This is an optimization exercise on Yosys and OpenROAD, whose aim is small area, not a production implementation. In this exercise RTL edits were held to simulation tests only and were not proved equivalent to the original. The flow treats the clock pin as an ideal source, which a real chip does not have.

job 101:
==> module ra_vc_buffer, before the edit <==
module ra_vc_buffer #(
	parameter int VC_DEPTH_BITS = 4
) (
	input  logic        clock,
	input  logic        reset,
	input  logic [44:0] in_flit,
	input  logic        in_valid,
	input  logic        read_en,
	input  logic        read_vc,
	output logic [42:0] read_word,
	output logic [1:0]  empty,
	output logic [1:0]  full
);
	localparam int DEPTH = 1 << VC_DEPTH_BITS;
	localparam int CW = VC_DEPTH_BITS + 1;
	logic acc;
	logic acc_vc;
	logic [42:0] in_word;
	logic [42:0] mem_of [2][DEPTH];
	logic [CW-1:0] fill_of [2];
	assign in_word = {in_flit[44:37], in_flit[35:33], in_flit[31:0]};
	for (genvar v = 0; v < 2; v++) begin : g_chan
		logic [42:0] mem [DEPTH];
		logic [CW-1:0] fill;
		logic acc_hit;
		logic rd_hit;
		logic take;
		assign acc_hit = acc && (acc_vc == v[0]);
		assign rd_hit = read_en && (read_vc == v[0]);
		assign take = in_valid && (in_flit[32] == v[0]) &&
			!((fill == CW'(DEPTH)) && !rd_hit);
		assign empty[v] = (fill == {{(CW-1){1'b0}}, acc_hit});
		assign full[v] = (fill == CW'(DEPTH)) && !acc_hit;
		assign fill_of[v] = fill;
		always_ff @(posedge clock) begin
			if (reset)
				fill <= '0;
			else
				fill <= fill + {{(CW-1){1'b0}}, take} - {{(CW-1){1'b0}}, rd_hit};
		end
		always_ff @(posedge clock) begin
			if (take) begin
				mem[0] <= in_word;
				for (int i = 1; i < DEPTH; i++)
					mem[i] <= mem[i-1];
			end
		end
		for (genvar i = 0; i < DEPTH; i++) begin : g_slot
			assign mem_of[v][i] = mem[i];
		end
	end
	always_ff @(posedge clock) begin
		if (reset)
			acc <= 1'b0;
		else
			acc <= (in_valid && (in_flit[32] == 1'b0) && g_chan[0].take) ||
				(in_valid && (in_flit[32] == 1'b1) && g_chan[1].take);
	end
	always_ff @(posedge clock)
		acc_vc <= in_flit[32];
	logic [42:0] rd_mux;
	always_comb begin
		rd_mux = '0;
		for (int v = 0; v < 2; v++)
			for (int i = 0; i < DEPTH; i++)
				if ((read_vc == v[0]) && (fill_of[v] == CW'(i + 1)))
					rd_mux = rd_mux | mem_of[v][i];
	end
	always_ff @(posedge clock) begin
		if (read_en)
			read_word <= rd_mux;
	end
endmodule
export LEC_CHECK = 0
export CAP_MARGIN = 0
export CORE_MARGIN = 2
export CORE_UTILIZATION = 65
export PLACE_DENSITY = 0.75
export SLEW_MARGIN = 0
create_clock -name core_clock -period 5.0 [get_ports {clock}]
standard.sh (not shown) runs the stock make flow with config.mk's settings and CLKGATE_MAP_FILE= SYNTH_SCRIPT=/design/flow/synth_recipe.tcl, a recipe that flattens the netlist after the stock synthesis.
==> flow/flow/run.sh <==
#!/bin/bash
# Standard ORFS layout with smaller port buffers and a leaner clock tree.
set -euo pipefail
export BUFFER_PORTS_ARGS="-buffer_cell sky130_fd_sc_hd__buf_1"
export CTS_ARGS="-sink_clustering_enable -repair_clock_nets -dont_use_dummy_load -sink_clustering_size 30 -sink_clustering_max_diameter 80"
bash standard.sh finish > orfs_make.log 2>&1
For job 102, these inputs were changed with respect to job 101:
-- flow/design.v --
<<< job 101, line 58
);
	localparam int DEPTH = 1 << VC_DEPTH_BITS;
	localparam int CW = VC_DEPTH_BITS + 1;
	logic acc;
	logic acc_vc;
	logic [42:0] in_word;
	logic [42:0] mem_of [2][DEPTH];
	logic [CW-1:0] fill_of [2];
	assign in_word = {in_flit[44:37], in_flit[35:33], in_flit[31:0]};
	for (genvar v = 0; v < 2; v++) begin : g_chan
		logic [42:0] mem [DEPTH];
		logic [CW-1:0] fill;
		logic acc_hit;
		logic rd_hit;
		logic take;
		assign acc_hit = acc && (acc_vc == v[0]);
		assign rd_hit = read_en && (read_vc == v[0]);
		assign take = in_valid && (in_flit[32] == v[0]) &&
			!((fill == CW'(DEPTH)) && !rd_hit);
		assign empty[v] = (fill == {{(CW-1){1'b0}}, acc_hit});
		assign full[v] = (fill == CW'(DEPTH)) && !acc_hit;
		assign fill_of[v] = fill;
		always_ff @(posedge clock) begin
			if (reset)
				fill <= '0;
			else
				fill <= fill + {{(CW-1){1'b0}}, take} - {{(CW-1){1'b0}}, rd_hit};
		end
		always_ff @(posedge clock) begin
			if (take) begin
				mem[0] <= in_word;
				for (int i = 1; i < DEPTH; i++)
					mem[i] <= mem[i-1];
			end
		end
		for (genvar i = 0; i < DEPTH; i++) begin : g_slot
			assign mem_of[v][i] = mem[i];
		end
	end
>>> job 102, line 58
);
	localparam int DEPTH = 1 << VC_DEPTH_BITS;
	logic acc;
	logic acc_vc;
	logic [42:0] in_word;
	logic [42:0] mem_of [2][DEPTH];
	logic [VC_DEPTH_BITS-1:0] rd_ptr_of [2];
	logic [1:0] take;
	assign in_word = {in_flit[44:37], in_flit[35:33], in_flit[31:0]};
	for (genvar v = 0; v < 2; v++) begin : g_chan
		logic [42:0] mem [DEPTH];
		logic [VC_DEPTH_BITS-1:0] rd_ptr;
		logic [VC_DEPTH_BITS-1:0] nx_ptr;
		logic [VC_DEPTH_BITS:0] count;
		logic [VC_DEPTH_BITS:0] count_nx;
		logic wr_hit;
		logic rd_hit;
		assign wr_hit = acc && (acc_vc == v[0]);
		assign rd_hit = read_en && (read_vc == v[0]);
		assign count_nx = count + {{VC_DEPTH_BITS{1'b0}}, wr_hit} - {{VC_DEPTH_BITS{1'b0}}, rd_hit};
		assign take[v] = in_valid && (in_flit[32] == v[0]) &&
			(count_nx != (VC_DEPTH_BITS + 1)'(DEPTH));
		assign empty[v] = (count == '0);
		assign full[v] = (count == (VC_DEPTH_BITS + 1)'(DEPTH));
		assign rd_ptr_of[v] = rd_ptr;
		for (genvar i = 0; i < DEPTH; i++) begin : g_slot
			assign mem_of[v][i] = mem[i];
		end
		always_ff @(posedge clock) begin
			if (reset) begin
				rd_ptr <= '0;
				nx_ptr <= '0;
				count <= '0;
			end else begin
				if (take[v])
					nx_ptr <= nx_ptr + 1'b1;
				if (rd_hit)
					rd_ptr <= rd_ptr + 1'b1;
				count <= count_nx;
			end
		end
		always_ff @(posedge clock) begin
			if (take[v])
				mem[nx_ptr] <= in_word;
		end
	end
<<< job 101, line 99
			acc <= 1'b0;
		else
			acc <= (in_valid && (in_flit[32] == 1'b0) && g_chan[0].take) ||
				(in_valid && (in_flit[32] == 1'b1) && g_chan[1].take);
	end
	always_ff @(posedge clock)
>>> job 102, line 106
			acc <= 1'b0;
		else
			acc <= |take;
	end
	always_ff @(posedge clock)
<<< job 101, line 109
		for (int v = 0; v < 2; v++)
			for (int i = 0; i < DEPTH; i++)
				if ((read_vc == v[0]) && (fill_of[v] == CW'(i + 1)))
					rd_mux = rd_mux | mem_of[v][i];
	end
>>> job 102, line 115
		for (int v = 0; v < 2; v++)
			for (int i = 0; i < DEPTH; i++)
				if ((read_vc == v[0]) && (rd_ptr_of[v] == i[VC_DEPTH_BITS-1:0]))
					rd_mux = rd_mux | mem_of[v][i];
	end
Findings:
Max-slew headroom at the worst pin was lower in job 102 than in job 101.
Final cell count up 51 in job 102 wrt job 101
Looking at placed cell count across job 102 and job 101, the one that comes out higher is job 102.
Die area | job 102 > job 101
In job 102, number of distinct library cell variants in the gate-level netlist after synthesis is lower than in job 101.
Comparing job 102 and job 101, the lower cell count after synthesis was measured on job 102.
Worst slack on hold paths on job 102 is ahead of job 101.
Higher layout overhead on the synthesized area among job 102 and job 101: job 102
Taking job 101 as the reference, in job 102 first-iteration DRC count picked up an extra 230; maximum frequency lost 0.017 GHz; critical path required time lost 140 ps.

re-timing with driven ports:
The results above use ideal ports. As a check the final layouts listed here were re-extracted and re-timed, cells and wires unchanged.
Step 1 sets driving cells, clkbuf_16 on the clock port and buf_2 on the other inputs (assumed; they add their load-dependent delay and slew).
Step 2 moves the port delays by t, midway between the first and last clock arrival at a register: inputs arrive t later, outputs are due t later. That takes back most of the time a late clock gives input paths.
a / b / c = ideal ports / drivers / drivers and shift; a / b = the first two.
run | t, ns | setup WS [ns] | hold WS [ns] | worst register clock-pin slew, ns | worst slew at a driven data input, ns
job 101 | 0.736 | 0.990 / 0.990 / 0.990 | 0.409 / 0.409 / 0.409 | 0.12 / 0.12 | 0.10
job 102 | 0.723 | 0.702 / 0.702 / 0.702 | 0.435 / 0.435 / 0.435 | 0.12 / 0.12 | 0.09
After both steps every run listed still meets setup and hold.
